Background: an optimization exercise with open tools, aiming at small area, a short achievable clock period and few clock cycles. Do not read the settings as production practice.
Where RTL was checked, it was by simulation tests only, not by an equivalence proof against the original.
No activity file was given, so power comes from the tool's default toggle rates.

==> module lane_ge, before the edit <==
module lane_ge (
  input  softmax_pkg::lane_t a,
  input  softmax_pkg::lane_t b,
  output logic               ge
);
  localparam int W = softmax_pkg::LANE_WIDTH;
  localparam int L = ((W + 1 <= 16) ? 4 : (W + 1 <= 32) ? 5 : 6);
  logic [W-1:0] ua;
  logic [W-1:0] nb;
  logic [W:0] g [0:L];
  logic [W:0] p [0:L];
  assign ua = {~a[W-1], a[W-2:0]};
  assign nb = ~{~b[W-1], b[W-2:0]};
  assign g[0] = {ua & nb, 1'b1};
  assign p[0] = {ua ^ nb, 1'b0};
  for (genvar l = 0; l < L; l++) begin : g_lvl
    for (genvar i = 0; i <= W; i++) begin : g_bit
      if (((i >> l) & 1) == 1) begin : g_merge
        localparam int J = ((i >> l) << l) - 1;
        assign g[l+1][i] = g[l][i] | (p[l][i] & g[l][J]);
        assign p[l+1][i] = p[l][i] & p[l][J];
      end else begin : g_pass
        assign g[l+1][i] = g[l][i];
        assign p[l+1][i] = p[l][i];
      end
    end
  end
  assign ge = g[L][W];
endmodule
==> module sum_tree, before the edit <==
module sum_tree (
  input  logic               clk,
  input  logic               reset,
  input  logic               clear_sum,
  input  logic               row_valid,
  input  softmax_pkg::row_t  row_data,
  input  logic               load_m0,
  input  logic               load_m1,
  input  logic               direct_m,
  input  softmax_pkg::lane_t max_value,
  output softmax_pkg::sum_t  sum
);
  localparam int W  = softmax_pkg::SUM_WIDTH;
  localparam int LW = softmax_pkg::LANE_WIDTH;
  localparam int PW = LW + 3;
  logic [PW-1:0] pair0, pair1;
  logic [PW-1:0] pair0_next, pair1_next;
  logic [PW-1:0] nmax4;
  logic          pc0, pc1;
  logic [W-1:0]  op_a, op_b, op_c;
  logic [W-1:0]  sum_next;
  assign nmax4 = ~{max_value[LW-1], max_value[LW-1], max_value[LW-1:0], 2'b00};
  assign pair0_next = {{3{row_data[LW-1]}}, row_data[0 +: LW]} +
                      {{3{row_data[2*LW-1]}}, row_data[LW +: LW]};
  assign pair1_next = {{3{row_data[3*LW-1]}}, row_data[2*LW +: LW]} +
                      {{3{row_data[4*LW-1]}}, row_data[3*LW +: LW]};
  always_ff @(posedge clk) begin
    if (reset) begin
      pair0 <= '0;
      pair1 <= '0;
      pc0   <= 1'b0;
      pc1   <= 1'b0;
    end else begin
      pc0 <= !row_valid && load_m0;
      pc1 <= !row_valid && load_m1;
      if (row_valid) begin
        pair0 <= pair0_next;
        pair1 <= pair1_next;
      end else begin
        pair0 <= load_m0 ? nmax4 : '0;
        pair1 <= load_m1 ? nmax4 : '0;
      end
    end
  end
  assign op_a = direct_m ? {{(W-PW){nmax4[PW-1]}}, nmax4} : sum;
  assign op_b = {{(W-PW){pair0[PW-1]}}, pair0};
  assign op_c = {{(W-PW){pair1[PW-1]}}, pair1};
  assign sum_next = op_a + op_b + op_c + (pc0 | direct_m) + pc1;
  always_ff @(posedge clk) begin
    if (reset || clear_sum) begin
      sum <= '0;
    end else begin
      sum <= sum_next;
    end
  end
endmodule
make LEC_CHECK=0 ABC_AREA=1 CAP_MARGIN=20 CORE_MARGIN=2 CORE_UTILIZATION=40 SETUP_SLACK_MARGIN=3.0 SLEW_MARGIN=20 finish   # period 5.5 ns
run.sh (not shown) runs the stock make flow with config.mk's settings and CLKGATE_MAP_FILE= SYNTH_SCRIPT=/design/flow/synth_recipe.tcl, a recipe that flattens the netlist after the stock synthesis.
Testbench counts at the start, summed over its fixed seeds: cycles 20,100.
Then changed:
--- a/flow/design.v
+++ b/flow/design.v
@@ -89,13 +89,13 @@
 module lane_ge (
   input  softmax_pkg::lane_t a,
   input  softmax_pkg::lane_t b,
   output logic               ge
 );
   localparam int W = softmax_pkg::LANE_WIDTH;
-  localparam int L = ((W + 1 <= 16) ? 4 : (W + 1 <= 32) ? 5 : 6);
+  localparam int L = $clog2(W + 1);
   logic [W-1:0] ua;
   logic [W-1:0] nb;
   logic [W:0] g [0:L];
   logic [W:0] p [0:L];
   assign ua = {~a[W-1], a[W-2:0]};
   assign nb = ~{~b[W-1], b[W-2:0]};
@@ -197,12 +197,13 @@
   localparam int PW = LW + 3;
   logic [PW-1:0] pair0, pair1;
   logic [PW-1:0] pair0_next, pair1_next;
   logic [PW-1:0] nmax4;
   logic          pc0, pc1;
   logic [W-1:0]  op_a, op_b, op_c;
+  logic [W-1:0]  t_s, t_c;
   logic [W-1:0]  sum_next;
   assign nmax4 = ~{max_value[LW-1], max_value[LW-1], max_value[LW-1:0], 2'b00};
   assign pair0_next = {{3{row_data[LW-1]}}, row_data[0 +: LW]} +
                       {{3{row_data[2*LW-1]}}, row_data[LW +: LW]};
   assign pair1_next = {{3{row_data[3*LW-1]}}, row_data[2*LW +: LW]} +
                       {{3{row_data[4*LW-1]}}, row_data[3*LW +: LW]};
@@ -224,13 +225,15 @@
       end
     end
   end
   assign op_a = direct_m ? {{(W-PW){nmax4[PW-1]}}, nmax4} : sum;
   assign op_b = {{(W-PW){pair0[PW-1]}}, pair0};
   assign op_c = {{(W-PW){pair1[PW-1]}}, pair1};
-  assign sum_next = op_a + op_b + op_c + (pc0 | direct_m) + pc1;
+  assign t_s  = op_a ^ op_b ^ op_c;
+  assign t_c  = {((op_a & op_b) | (op_a & op_c) | (op_b & op_c)), pc0 | direct_m};
+  pfx_add #(.W(W)) u_acc (.a(t_s), .b(t_c), .cin(pc1), .s(sum_next));
   always_ff @(posedge clk) begin
     if (reset || clear_sum) begin
       sum <= '0;
     end else begin
       sum <= sum_next;
     end
Effect:
- The new run failed in Yosys front end (1_1_yosys_canonicalize)
Only the layout flow was run in the second run of this note; the RTL was not checked for function there.

* * *

softmax_top, a different RTL version from the one above (not shown whole).
For scale: ~3200 cells after synthesis, about 650 flip-flops, about 170 I/O pins, roughly 32000 sq um of cells after synthesis.
==> module sum_tree, before the edit <==
module sum_tree (
  input  logic               clk,
  input  logic               reset,
  input  logic               clear_sum,
  input  logic               row_valid,
  input  softmax_pkg::row_t  row_data,
  input  logic               load_m0,
  input  logic               load_m1,
  input  softmax_pkg::lane_t max_inv,
  output softmax_pkg::sum_t  sum
);
  localparam int W  = softmax_pkg::SUM_WIDTH;
  localparam int LW = softmax_pkg::LANE_WIDTH;
  localparam int PW = LW + 3;
  logic [PW-1:0] pair0, pair1;
  logic [PW-1:0] pair0_next, pair1_next;
  logic [PW-1:0] nmax4;
  logic          pc0, pc1;
  logic [W-1:0]  op_a, op_b, op_c;
  logic [W-1:0]  sum_next;
  logic [W-1:0]  t_s;
  logic [W:0]    t_c;
  assign nmax4 = {max_inv[LW-1], max_inv[LW-1], max_inv[LW-1:0], 2'b11};
  pfx_add #(.W(PW), .KS(1)) u_pair0 (
    .a   ({{3{row_data[LW-1]}}, row_data[0 +: LW]}),
    .b   ({{3{row_data[2*LW-1]}}, row_data[LW +: LW]}),
    .cin (1'b0),
    .s   (pair0_next)
  );
  pfx_add #(.W(PW), .KS(1)) u_pair1 (
    .a   ({{3{row_data[3*LW-1]}}, row_data[2*LW +: LW]}),
    .b   ({{3{row_data[4*LW-1]}}, row_data[3*LW +: LW]}),
    .cin (1'b0),
    .s   (pair1_next)
  );
  always_ff @(posedge clk) begin
    if (reset) begin
      pair0 <= '0;
      pair1 <= '0;
      pc0   <= 1'b0;
      pc1   <= 1'b0;
    end else begin
      pc0 <= !row_valid && load_m0;
      pc1 <= !row_valid && load_m1;
      if (row_valid) begin
        pair0 <= pair0_next;
        pair1 <= pair1_next;
      end else begin
        pair0 <= load_m0 ? nmax4 : '0;
        pair1 <= load_m1 ? nmax4 : '0;
      end
    end
  end
  assign op_a = sum;
  assign op_b = {{(W-PW){pair0[PW-1]}}, pair0};
  assign op_c = {{(W-PW){pair1[PW-1]}}, pair1};
  assign t_s = op_a ^ op_b ^ op_c;
  assign t_c = {((op_a & op_b) | (op_a & op_c) | (op_b & op_c)), pc0};
  pfx_add #(.W(W), .KS(1)) u_acc (.a(t_s), .b(t_c[W-1:0]), .cin(pc1), .s(sum_next));
  always_ff @(posedge clk) begin
    if (reset || clear_sum) begin
      sum <= '0;
    end else begin
      sum <= sum_next;
    end
  end
endmodule
==> flow/config.mk <==
export PLATFORM = sky130hd
export DESIGN_NAME = softmax_top
export DESIGN_NICKNAME = softmax_top
export VERILOG_FILES = /design/flow/design.v
export SDC_FILE = /design/flow/constraint.sdc
export NUM_CORES = 4
export LEC_CHECK = 0
export ABC_AREA = 1
export CAP_MARGIN = 20
export CORE_MARGIN = 2
export CORE_UTILIZATION = 55
export CTS_BUF_LIST = sky130_fd_sc_hd__clkbuf_8
export SETUP_SLACK_MARGIN = 3.0
export SLEW_MARGIN = 20
==> flow/constraint.sdc <==
create_clock -name core_clock -period 5.5 [get_ports {clk}]
set_input_delay 1.1000 -clock core_clock [delete_from_list [all_inputs] [get_ports {clk}]]
set_output_delay 1.1000 -clock core_clock [all_outputs]
set_load 0.01 [all_outputs]
standard.sh (not shown) runs the stock make flow with config.mk's settings and CLKGATE_MAP_FILE= SYNTH_SCRIPT=/design/flow/synth_recipe.tcl, a recipe that flattens the netlist after the stock synthesis.
==> flow/flow/run.sh <==
#!/bin/bash
# The standard layout, with two changes to how it is made:
#  - ports are buffered with plain buffers (sky130_fd_sc_hd__buf_4) instead of
#    the delay cells buffer_ports picks by default;
#  - the resizer may change a cell's footprint when it sizes it.
# Synthesis is the standard one (standard.sh runs it unchanged).
set -euo pipefail
cd "$(dirname "$0")/.."
bash standard.sh \
  MATCH_CELL_FOOTPRINT=0 \
  "BUFFER_PORTS_ARGS=-buffer_cell sky130_fd_sc_hd__buf_4" \
  finish > flow_make.log 2>&1
Testbench counts at the start, summed over its fixed seeds: cycles 20,322.
Then changed:
--- a/flow/design.v
+++ b/flow/design.v
@@ -246,22 +246,14 @@
   logic [W-1:0]  op_a, op_b, op_c;
   logic [W-1:0]  sum_next;
   logic [W-1:0]  t_s;
   logic [W:0]    t_c;
   assign nmax4 = {max_inv[LW-1], max_inv[LW-1], max_inv[LW-1:0], 2'b11};
-  pfx_add #(.W(PW), .KS(1)) u_pair0 (
-    .a   ({{3{row_data[LW-1]}}, row_data[0 +: LW]}),
-    .b   ({{3{row_data[2*LW-1]}}, row_data[LW +: LW]}),
-    .cin (1'b0),
-    .s   (pair0_next)
-  );
-  pfx_add #(.W(PW), .KS(1)) u_pair1 (
-    .a   ({{3{row_data[3*LW-1]}}, row_data[2*LW +: LW]}),
-    .b   ({{3{row_data[4*LW-1]}}, row_data[3*LW +: LW]}),
-    .cin (1'b0),
-    .s   (pair1_next)
-  );
+  assign pair0_next = {{3{row_data[LW-1]}}, row_data[0 +: LW]} +
+                      {{3{row_data[2*LW-1]}}, row_data[LW +: LW]};
+  assign pair1_next = {{3{row_data[3*LW-1]}}, row_data[2*LW +: LW]} +
+                      {{3{row_data[4*LW-1]}}, row_data[3*LW +: LW]};
   always_ff @(posedge clk) begin
     if (reset) begin
       pair0 <= '0;
       pair1 <= '0;
       pc0   <= 1'b0;
=> Global-route usage grows by 1.3 points. Wire length grows by 3.6%. Hold slack improves by 0.0064 ns. Core utilization grows by 0.60 points. Sequential power stays flat. Synthesized cell count shrinks by about 1.6%. First-iteration DRC count grows by about 20%.
Testbench counts after the change, summed over its fixed seeds: cycles 20,322.

* * *

== v6 ==
Another version of the RTL of softmax_top (not shown whole).
For scale: ~2,500 cells after synthesis, roughly 630 flip-flops, about 31,000 µm² of cells after synthesis.
==> module pfx_add, before the edit <==
module pfx_add #(
  parameter int W = 16
) (
  input  logic [W-1:0] a,
  input  logic [W-1:0] b,
  input  logic         cin,
  output logic [W-1:0] s
);
  localparam int L = $clog2(W + 1);
  logic [W:0] g [0:L];
  logic [W:0] p [0:L];
  logic [W-1:0] h;
  assign h = a ^ b;
  assign g[0] = {a & b, cin};
  assign p[0] = {h, 1'b0};
  for (genvar l = 0; l < L; l++) begin : g_lvl
    for (genvar i = 0; i <= W; i++) begin : g_bit
      if (((i >> l) & 1) == 1) begin : g_merge
        localparam int J = ((i >> l) << l) - 1;
        assign g[l+1][i] = g[l][i] | (p[l][i] & g[l][J]);
        assign p[l+1][i] = p[l][i] & p[l][J];
      end else begin : g_pass
        assign g[l+1][i] = g[l][i];
        assign p[l+1][i] = p[l][i];
      end
    end
  end
  assign s = h ^ g[L][W-1:0];
endmodule
==> module max_subtract, before the edit <==
module max_subtract (
  input  logic                   clk,
  input  softmax_pkg::lane_t     max_value,
  input  softmax_pkg::row_t      rd_data,
  output softmax_pkg::diff_row_t out_row
);
  localparam int LW = softmax_pkg::LANE_WIDTH;
  localparam int DW = softmax_pkg::DIFF_WIDTH;
  softmax_pkg::diff_row_t diff_next;
  for (genvar i = 0; i < softmax_pkg::LANES; i++) begin : g_lane
    pfx_add #(.W(DW)) u_sub (
      .a   ({rd_data[i*LW + LW-1], rd_data[i*LW +: LW]}),
      .b   (~{max_value[LW-1], max_value}),
      .cin (1'b1),
      .s   (diff_next[i*DW +: DW])
    );
  end
  always_ff @(posedge clk) begin
    out_row <= diff_next;
  end
endmodule
Settings: LEC_CHECK=0, CAP_MARGIN=20, CORE_MARGIN=2, CORE_UTILIZATION=40, SETUP_SLACK_MARGIN=3.0, SLEW_MARGIN=20; clock period 5.5 ns.
run.sh (not shown) runs the stock make flow with config.mk's settings and CLKGATE_MAP_FILE= SYNTH_SCRIPT=/design/flow/synth_recipe.tcl, a recipe that flattens the netlist after the stock synthesis.
Stock flow here: none of the scripts above is used.
Changes in v7 relative to v6:
--- a/flow/design.v
+++ b/flow/design.v
@@ -159,57 +159,24 @@
     end else if (row_valid) begin
       max_value <= best;
     end
   end
 endmodule
 `timescale 1ns/10ps
-module pfx_add #(
-  parameter int W = 16
-) (
-  input  logic [W-1:0] a,
-  input  logic [W-1:0] b,
-  input  logic         cin,
-  output logic [W-1:0] s
-);
-  localparam int L = $clog2(W + 1);
-  logic [W:0] g [0:L];
-  logic [W:0] p [0:L];
-  logic [W-1:0] h;
-  assign h = a ^ b;
-  assign g[0] = {a & b, cin};
-  assign p[0] = {h, 1'b0};
-  for (genvar l = 0; l < L; l++) begin : g_lvl
-    for (genvar i = 0; i <= W; i++) begin : g_bit
-      if (((i >> l) & 1) == 1) begin : g_merge
-        localparam int J = ((i >> l) << l) - 1;
-        assign g[l+1][i] = g[l][i] | (p[l][i] & g[l][J]);
-        assign p[l+1][i] = p[l][i] & p[l][J];
-      end else begin : g_pass
-        assign g[l+1][i] = g[l][i];
-        assign p[l+1][i] = p[l][i];
-      end
-    end
-  end
-  assign s = h ^ g[L][W-1:0];
-endmodule
 module max_subtract (
   input  logic                   clk,
   input  softmax_pkg::lane_t     max_value,
   input  softmax_pkg::row_t      rd_data,
   output softmax_pkg::diff_row_t out_row
 );
   localparam int LW = softmax_pkg::LANE_WIDTH;
   localparam int DW = softmax_pkg::DIFF_WIDTH;
   softmax_pkg::diff_row_t diff_next;
   for (genvar i = 0; i < softmax_pkg::LANES; i++) begin : g_lane
-    pfx_add #(.W(DW)) u_sub (
-      .a   ({rd_data[i*LW + LW-1], rd_data[i*LW +: LW]}),
-      .b   (~{max_value[LW-1], max_value}),
-      .cin (1'b1),
-      .s   (diff_next[i*DW +: DW])
-    );
+    assign diff_next[i*DW +: DW] =
+      {rd_data[i*LW + LW-1], rd_data[i*LW +: LW]} - {max_value[LW-1], max_value};
   end
   always_ff @(posedge clk) begin
     out_row <= diff_next;
   end
 endmodule
 `timescale 1ns/10ps
## What came out
v7 and v6: one clean run, v6; the rest did not finish clean. FAIL v7 @ Yosys front end (1_1_yosys_canonicalize): tool exited with error.
Function was not checked in any run of this note: the RTL went through the layout flow alone.

afterwards: timing with drivers on the ports:
No port has a modelled driver above. Below, the same layouts with a new extraction and two added sets of constraints. Step 1, drivers: a clkbuf_16 drives clk and a buf_2 each remaining input, both assumed. Step 2, shift: input delay + t, output delay - t, t = (earliest + latest rising clock arrival at the registers) / 2. This alone moves slack from input paths to output paths. Three values: ideal, step 1, step 2; two values: the first two.
run	t, ns	slack for setup (ns)	worst setup path after step 2
the first run of note 1	0.694	2.515 / 2.515 / 2.051	input to register
the first run of note 2	0.769	2.867 / 2.867 / 2.152	input to register
the second run of note 2	0.765	2.859 / 2.854 / 2.089	input to register
v6	0.684	2.290 / 2.308 / 1.623	input to register
After both steps every run listed still meets setup and hold. For the second run of note 2, which loses most, drivers alone change the setup slack by -0.005 ns; drivers and shift together by -0.770 ns.
